Background: an optimization exercise with open tools, aiming at small area and a short achievable clock period. Do not read the settings as production practice. At most, simulation tests tie the RTL to the original design; equivalence was not proved.

==> job 2367: inputs <==
==> flow/design.v <==
module span_screensaver_engine (
  input  logic          clk12p5mhz_clk,
  input  logic          reset,
  input  logic          tick,
  input  logic          scroll_en,
  input  logic [7:0]    coordinate_x,
  input  logic [6:0]    coordinate_y,
  input  logic          wr_en,
  input  logic [7:0]    wr_col,
  input  logic [1:0]    wr_span,
  input  logic [6:0]    wr_lower,
  input  logic [6:0]    wr_upper,
  input  logic          pal_we,
  input  logic [3:0]    pal_addr,
  input  logic [15:0]   pal_data,
  output logic          wr_ready,
  output logic [1:0]    phase,
  output logic [15:0]   volume_color
);
  localparam int NCOL = 96;
  logic              run_q;         
  logic [6:0]        cnt_q;         
  logic [6:0]        scroll_q;
  logic              ph_q;
  logic [15:0]       pcol_q;
  logic [2:0]        hsel_q;
  logic [1:0][2:0]   ha_q, hb_q, mb_q;
  logic [5:0][15:0]  pal_q;         
  logic [NCOL-1:0][10:0] span0_q, span1_q;    
  logic        wr_ok;
  logic [6:0]  waddr;
  logic [10:0] wdata;
  logic [6:0]  wa, wb;
  logic        wempty, wcaseb;
  logic [4:0]  wp;
  logic [5:0]  wq;
  logic        we0, we1;
  assign wr_ok = wr_en && (wr_col < 8'd96) && !wr_span[1];
  assign waddr = run_q ? wr_col[6:0] : cnt_q;
  always_comb begin
    wa     = (wr_lower < 7'd2)  ? 7'd2  : wr_lower;
    wb     = (wr_upper > 7'd61) ? 7'd61 : wr_upper;
    wempty = wa > wb;
    wcaseb = wa[5];
    wp     = wcaseb ? wb[4:0] + 5'd1 : wa[4:0];
    wq     = wcaseb ? {1'b0, wa[4:0]} : wb[5:0];
    wdata  = (run_q && !wempty) ? {wp, wq} : 11'd0;
  end
  assign we0   = run_q ? (wr_ok && !wr_span[0]) : 1'b1;
  assign we1   = run_q ? (wr_ok &&  wr_span[0]) : 1'b1;
  always_ff @(posedge clk12p5mhz_clk) begin
    for (int c = 0; c < NCOL; c++) begin
      if (we0 && waddr == 7'(c)) span0_q[c] <= wdata;
      if (we1 && waddr == 7'(c)) span1_q[c] <= wdata;
    end
  end
  always_ff @(posedge clk12p5mhz_clk) begin
    if (reset) begin
      run_q    <= 1'b0;
      cnt_q    <= '0;
      scroll_q <= '0;
      ph_q     <= 1'b0;
    end else begin
      if (!run_q) begin
        if (cnt_q == 7'd95) run_q <= 1'b1;
        else                cnt_q <= cnt_q + 7'd1;
      end
      if (tick) begin
        ph_q <= !ph_q;
        if (scroll_en) scroll_q <= (scroll_q == 7'd95) ? 7'd0 : scroll_q + 7'd1;
      end
    end
  end
  localparam logic [95:0] PAL_INIT = {
    16'hFFFF, 16'h07FF, 16'hF81F,     
    16'h001F, 16'h07E0, 16'hF800      
  };
  always_ff @(posedge clk12p5mhz_clk) begin
    if (reset) pal_q <= PAL_INIT;
    else if (pal_we && !pal_addr[3] && pal_addr[1:0] != 2'd3)
      pal_q[pal_addr[2] ? 3 + pal_addr[1:0] : pal_addr[1:0]] <= pal_data;
  end
  logic [4:0]  sl, d;
  logic [1:0]  t0;
  logic [3:0]  t1;
  logic [7:0]  t2;
  logic [15:0] t3;
  logic [31:0] t4, below;
  logic [2:0][31:0] lo_sel;
  logic        c5;
  logic [1:0]  xh, sh;
  logic [2:0]  hi_sel;
  logic [2:0][10:0] g0_n, g1_n;      
  logic [1:0][2:0] ha, hb, mb;
  logic [1:0][2:0] hit_q;
  logic        visible;
  logic [1:0]  sect;
  logic [15:0] pcol;
  always_comb begin
    sl = scroll_q[4:0];
    for (int v = 0; v < 32; v++) begin
      d = v[4:0] - sl;
      if (v < 2)  t0[v] = d[0];
      if (v < 4)  t1[v] = d[1];
      if (v < 8)  t2[v] = d[2];
      if (v < 16) t3[v] = d[3];
      t4[v] = d[4];
      below[v] = v[4:0] < sl;
    end
  end
  for (genvar k = 0; k < 3; k++) begin : g_grp
    span_screensaver_losel u_dec (
      .x(coordinate_x[4:0]), .t0(t0), .t1(t1), .t2(t2), .t3(t3), .t4(t4), .sel(lo_sel[k])
    );
    for (genvar b = 0; b < 11; b++) begin : g_bit
      logic [31:0] d0, d1;
      for (genvar j = 0; j < 32; j++) begin : g_col
        assign d0[j] = span0_q[32*k + j][b];
        assign d1[j] = span1_q[32*k + j][b];
      end
      span_screensaver_gather32 u_g0 (.sel(lo_sel[k]), .d(d0), .y_n(g0_n[k][b]));
      span_screensaver_gather32 u_g1 (.sel(lo_sel[k]), .d(d1), .y_n(g1_n[k][b]));
    end
    span_screensaver_hit u_h0 (.e_n(g0_n[k]), .y(coordinate_y[5:0]),
                               .hit_a(ha[0][k]), .hit_b(hb[0][k]), .mode_b(mb[0][k]));
    span_screensaver_hit u_h1 (.e_n(g1_n[k]), .y(coordinate_y[5:0]),
                               .hit_a(ha[1][k]), .hit_b(hb[1][k]), .mode_b(mb[1][k]));
  end
  always_comb begin
    c5 = |(lo_sel[0] & below);
    xh = coordinate_x[6:5];
    sh = scroll_q[6:5];
    for (int k = 0; k < 3; k++)
      hi_sel[k] = (xh == 2'(k)              && ((sh == 2'd0 && !c5) || (sh == 2'd2 && c5))) ||
                  (xh == 2'((k + 2) % 3)    && ((sh == 2'd1 && !c5) || (sh == 2'd0 && c5))) ||
                  (xh == 2'((k + 1) % 3)    && ((sh == 2'd2 && !c5) || (sh == 2'd1 && c5)));
    if (coordinate_x <= 8'd30)      sect = 2'd0;
    else if (coordinate_x <= 8'd65) sect = 2'd1;
    else                            sect = 2'd2;
    visible = run_q && (coordinate_x < 8'd96) &&
              (coordinate_y >= 7'd2) && (coordinate_y < 7'd62);
    pcol = (visible && !reset) ? pal_q[ph_q ? 3 + sect : sect] : 16'h0000;
  end
  always_ff @(posedge clk12p5mhz_clk) begin
    pcol_q <= pcol;
    ha_q   <= ha;
    hb_q   <= hb;
    mb_q   <= mb;
    hsel_q <= hi_sel;
  end
  assign wr_ready     = run_q;
  assign phase        = {1'b0, ph_q};
  always_comb
    for (int sp = 0; sp < 2; sp++)
      for (int k = 0; k < 3; k++)
        hit_q[sp][k] = mb_q[sp][k] ? hb_q[sp][k] : ha_q[sp][k];
  assign volume_color = (|((hit_q[0] | hit_q[1]) & hsel_q)) ? pcol_q : 16'h0000;
endmodule
module span_screensaver_gather32 (
  input  logic [31:0] sel,
  input  logic [31:0] d,
  output logic        y_n
);
  logic [10:0] n;
  for (genvar i = 0; i < 10; i++) begin : g_aoi
    span_screensaver_aoi222 u_aoi (.s(sel[3*i +: 3]), .d(d[3*i +: 3]), .y(n[i]));
  end
  span_screensaver_aoi22 u_aoi22 (.s(sel[31:30]), .d(d[31:30]), .y(n[10]));
  assign y_n = ~(~&n[3:0] | ~&n[7:4] | ~&n[10:8]);
endmodule
module span_screensaver_aoi22 (
  input  logic [1:0] s,
  input  logic [1:0] d,
  output logic       y
);
  assign y = ~|(s & d);
endmodule
module span_screensaver_aoi222 (
  input  logic [2:0] s,
  input  logic [2:0] d,
  output logic       y
);
  assign y = ~|(s & d);
endmodule
module span_screensaver_losel (
  input  logic [4:0]  x,
  input  logic [1:0]  t0,
  input  logic [3:0]  t1,
  input  logic [7:0]  t2,
  input  logic [15:0] t3,
  input  logic [31:0] t4,
  output logic [31:0] sel
);
  always_comb begin
    for (int j = 0; j < 32; j++)
      sel[j] = (x[0] == t0[j % 2]) & (x[1] == t1[j % 4]) & (x[2] == t2[j % 8]) &
               (x[3] == t3[j % 16]) & (x[4] == t4[j]);
  end
endmodule
module span_screensaver_hit (
  input  logic [10:0] e_n,
  input  logic [5:0]  y,
  output logic        hit_a,
  output logic        hit_b,
  output logic        mode_b
);
  logic [5:0] p, q;
  logic       y_lt_p, q_lt_y, yl_lt_ql, yl_lt_p;
  assign p = {1'b0, ~e_n[10:6]};
  assign q = ~e_n[5:0];
  span_screensaver_lt6 u_mode (.a(q),                 .b(p),                 .lt(mode_b));
  span_screensaver_lt6 u_a1   (.a(y),                 .b(p),                 .lt(y_lt_p));
  span_screensaver_lt6 u_a2   (.a(q),                 .b(y),                 .lt(q_lt_y));
  span_screensaver_lt6 u_b1   (.a({1'b0, y[4:0]}),    .b({1'b0, q[4:0]}),    .lt(yl_lt_ql));
  span_screensaver_lt6 u_b2   (.a({1'b0, y[4:0]}),    .b(p),                 .lt(yl_lt_p));
  assign hit_a = !y_lt_p && !q_lt_y;
  assign hit_b = y[5] && !yl_lt_ql && yl_lt_p;
endmodule
module span_screensaver_lt6 (
  input  logic [5:0] a,
  input  logic [5:0] b,
  output logic       lt
);
  logic [5:0] g, l;
  logic [2:0] lp, gp;
  always_comb begin
    g = a & ~b;
    l = ~a & b;
    for (int i = 0; i < 3; i++) begin
      lp[i] = l[2*i+1] | (~g[2*i+1] & l[2*i]);
      gp[i] = g[2*i+1] | (~l[2*i+1] & g[2*i]);
    end
    lt = lp[2] | (~gp[2] & (lp[1] | (~gp[1] & lp[0])));
  end
endmodule
==> flow/run.sh <==
#!/bin/bash
# synth_recipe.tcl (not shown) runs the flow's synth.tcl, then flattens the netlist and writes it again
# the make line also repeats each setting of config.mk as NAME=value (left out here)
make -C /OpenROAD-flow-scripts/flow DESIGN_CONFIG=/design/flow/config.mk WORK_HOME=/design/flow/orfs CLKGATE_MAP_FILE= SYNTH_SCRIPT=/design/flow/synth_recipe.tcl finish
==> flow/config.mk <==
export PLATFORM = sky130hd
export DESIGN_NAME = span_screensaver_engine
export DESIGN_NICKNAME = span_screensaver_engine
export VERILOG_FILES = /design/flow/design.v
export SDC_FILE = /design/flow/constraint.sdc
export NUM_CORES = 4
export LEC_CHECK = 0
export CAP_MARGIN = 20
export CORE_MARGIN = 2
export CORE_UTILIZATION = 55
export CTS_CLUSTER_DIAMETER = 80
export CTS_CLUSTER_SIZE = 25
export SETUP_SLACK_MARGIN = 5
export SLEW_MARGIN = 20
export SYNTH_HIERARCHICAL = 1
export SYNTH_MINIMUM_KEEP_SIZE = 0
==> flow/constraint.sdc <==
create_clock -name core_clock -period 10.0 [get_ports {clk12p5mhz_clk}]
set_input_delay 2.0000 -clock core_clock [delete_from_list [all_inputs] [get_ports {clk12p5mhz_clk}]]
set_output_delay 2.0000 -clock core_clock [all_outputs]
set_load 0.01 [all_outputs]
==> job 2900: changes against job 2367 <==
==> flow/design.v (replaced) <==
module span_screensaver_engine (
  input  logic          clk12p5mhz_clk,
  input  logic          reset,
  input  logic          tick,
  input  logic          scroll_en,
  input  logic [7:0]    coordinate_x,
  input  logic [6:0]    coordinate_y,
  input  logic          wr_en,
  input  logic [7:0]    wr_col,
  input  logic [1:0]    wr_span,
  input  logic [6:0]    wr_lower,
  input  logic [6:0]    wr_upper,
  input  logic          pal_we,
  input  logic [3:0]    pal_addr,
  input  logic [15:0]   pal_data,
  output logic          wr_ready,
  output logic [1:0]    phase,
  output logic [15:0]   volume_color
);
  localparam int NCOL = 96;
  logic              run_q;         
  logic [6:0]        cnt_q;         
  logic [6:0]        scroll_q;
  logic              ph_q;
  logic [15:0]       color_q;
  logic [5:0][15:0]  pal_q;         
  logic [NCOL-1:0][11:0] span0_q, span1_q;    
  logic        wr_ok;
  logic [6:0]  waddr;
  logic [11:0] wdata;
  logic        we0, we1;
  assign wr_ok = wr_en && (wr_col < 8'd96) && !wr_span[1];
  assign waddr = run_q ? wr_col[6:0] : cnt_q;
  assign wdata = run_q ? {wr_lower[5:0] | {6{wr_lower[6]}}, wr_upper[5:0] | {6{wr_upper[6]}}}
                       : {6'h3f, 6'h00};
  assign we0   = run_q ? (wr_ok && !wr_span[0]) : 1'b1;
  assign we1   = run_q ? (wr_ok &&  wr_span[0]) : 1'b1;
  always_ff @(posedge clk12p5mhz_clk) begin
    for (int c = 0; c < NCOL; c++) begin
      if (we0 && waddr == 7'(c)) span0_q[c] <= wdata;
      if (we1 && waddr == 7'(c)) span1_q[c] <= wdata;
    end
  end
  always_ff @(posedge clk12p5mhz_clk) begin
    if (reset) begin
      run_q    <= 1'b0;
      cnt_q    <= '0;
      scroll_q <= '0;
      ph_q     <= 1'b0;
    end else begin
      if (!run_q) begin
        if (cnt_q == 7'd95) run_q <= 1'b1;
        else                cnt_q <= cnt_q + 7'd1;
      end
      if (tick) begin
        ph_q <= !ph_q;
        if (scroll_en) scroll_q <= (scroll_q == 7'd95) ? 7'd0 : scroll_q + 7'd1;
      end
    end
  end
  localparam logic [95:0] PAL_INIT = {
    16'hFFFF, 16'h07FF, 16'hF81F,     
    16'h001F, 16'h07E0, 16'hF800      
  };
  always_ff @(posedge clk12p5mhz_clk) begin
    if (reset) pal_q <= PAL_INIT;
    else if (pal_we && !pal_addr[3] && pal_addr[1:0] != 2'd3)
      pal_q[pal_addr[2] ? 3 + pal_addr[1:0] : pal_addr[1:0]] <= pal_data;
  end
  logic [4:0]  xl, sl, pp, gg, oo;
  logic [31:0] lo_sel;
  logic        c5;
  logic [1:0]  xh, sh;
  logic [2:0]  hi_sel;
  logic [2:0][11:0] g0, g1;
  logic [2:0]  ghit;
  logic        hit, visible;
  logic [1:0]  sect;
  logic [15:0] pcol;
  always_comb begin
    xl = coordinate_x[4:0];
    sl = scroll_q[4:0];
    pp = xl ^ sl;
    gg = xl & sl;
    oo = xl | sl;
    for (int j = 0; j < 32; j++) begin
      lo_sel[j] = (pp[0] == j[0]);
      for (int i = 1; i < 5; i++)
        lo_sel[j] = lo_sel[j] & ((pp[i] ^ j[i]) == (j[i-1] ? gg[i-1] : oo[i-1]));
    end
    c5 = ({1'b0, xl} + {1'b0, sl}) >= 6'd32;
    xh = coordinate_x[6:5];
    sh = scroll_q[6:5];
    for (int k = 0; k < 3; k++)
      hi_sel[k] = (xh == 2'(k)              && ((sh == 2'd0 && !c5) || (sh == 2'd2 && c5))) ||
                  (xh == 2'((k + 2) % 3)    && ((sh == 2'd1 && !c5) || (sh == 2'd0 && c5))) ||
                  (xh == 2'((k + 1) % 3)    && ((sh == 2'd2 && !c5) || (sh == 2'd1 && c5)));
    for (int k = 0; k < 3; k++) begin
      g0[k] = '0;
      g1[k] = '0;
      for (int j = 0; j < 32; j++) begin
        g0[k] = g0[k] | ({12{lo_sel[j]}} & span0_q[32*k + j]);
        g1[k] = g1[k] | ({12{lo_sel[j]}} & span1_q[32*k + j]);
      end
      ghit[k] = ((g0[k][11:6] <= coordinate_y[5:0]) && (coordinate_y[5:0] <= g0[k][5:0])) ||
                ((g1[k][11:6] <= coordinate_y[5:0]) && (coordinate_y[5:0] <= g1[k][5:0]));
    end
    hit = |(ghit & hi_sel);
    if (coordinate_x <= 8'd30)      sect = 2'd0;
    else if (coordinate_x <= 8'd65) sect = 2'd1;
    else                            sect = 2'd2;
    visible = run_q && (coordinate_x < 8'd96) &&
              (coordinate_y >= 7'd2) && (coordinate_y < 7'd62);
    pcol = (visible && !reset) ? pal_q[ph_q ? 3 + sect : sect] : 16'h0000;
  end
  always_ff @(posedge clk12p5mhz_clk) color_q <= hit ? pcol : 16'h0000;
  assign wr_ready     = run_q;
  assign phase        = {1'b0, ph_q};
  assign volume_color = color_q;
endmodule
- CORE_UTILIZATION: 55 -> 40
- CTS_CLUSTER_DIAMETER: 80 -> not set
- CTS_CLUSTER_SIZE: 25 -> not set
- SYNTH_HIERARCHICAL: 1 -> not set
- SYNTH_MINIMUM_KEEP_SIZE: 0 -> not set
==> results.py <==
metrics = {
    "yosys": {
        "synth_area_per_cell_sq_um": 16.0,
    },
    "cells_and_area": {
        "final_cell_area_sq_um": 109000,
        "nonClockInverterCount": 55,
    },
    "cts": {
        "post-cts-setup-buffers": 94,
    },
    "die": {
        "initial_utilization_pct": 40.2,
    },
    "run_status": {
        "result_of_the_run": "finished clean",
    },
    "worst_setup_path": {
        "cp.arrival_ps": 7180,
    },
}
The numbers above come from job 2900.

==> results.py <==
metrics = {
    "worst_setup_path": {
        "cp.arrival_ps": 5290,
    },
    "die": {
        "initial_utilization_pct": 55.4,
    },
    "yosys": {
        "yosysSeqAreaShare_pct": 75.8,
        "synth_area_per_cell_sq_um": 17.3,
    },
    "cells_and_area": {
        "final_cell_area_sq_um": 97600,
        "nonClockInverterCount": 210,
    },
    "run_status": {
        "result_of_the_run": "finished clean",
    },
}
The numbers above come from job 2367.

The RTL of job 2900 was laid out without a check of its function.

## what the ideal ports hide
Ports are ideal in the flow. The routed layouts listed here were re-timed in OpenROAD.
Step 1, drivers: a clkbuf_16 drives clk12p5mhz_clk and a buf_2 each remaining input, both assumed.
Step 2 adds t to the input delays and takes it off the output delays; t is the mean of the earliest and latest rising clock arrival at the registers after step 1. Input paths then give back, and output paths get back, about the clock's delay inside the block.
Slacks: ideal / step 1 / step 2; pairs: ideal / step 1.
run	t, ns	setup WS [ns]	worst slew at a driven data input, ns
job 2367	0.853	4.882 / 4.948 / 4.095	0.24
job 2900	0.994	3.563 / 3.641 / 2.647	0.06
After both steps every run listed still meets setup and hold. The setup slack of job 2900, which loses most, moves by +0.078 ns with the drivers and by -0.916 ns with both steps.
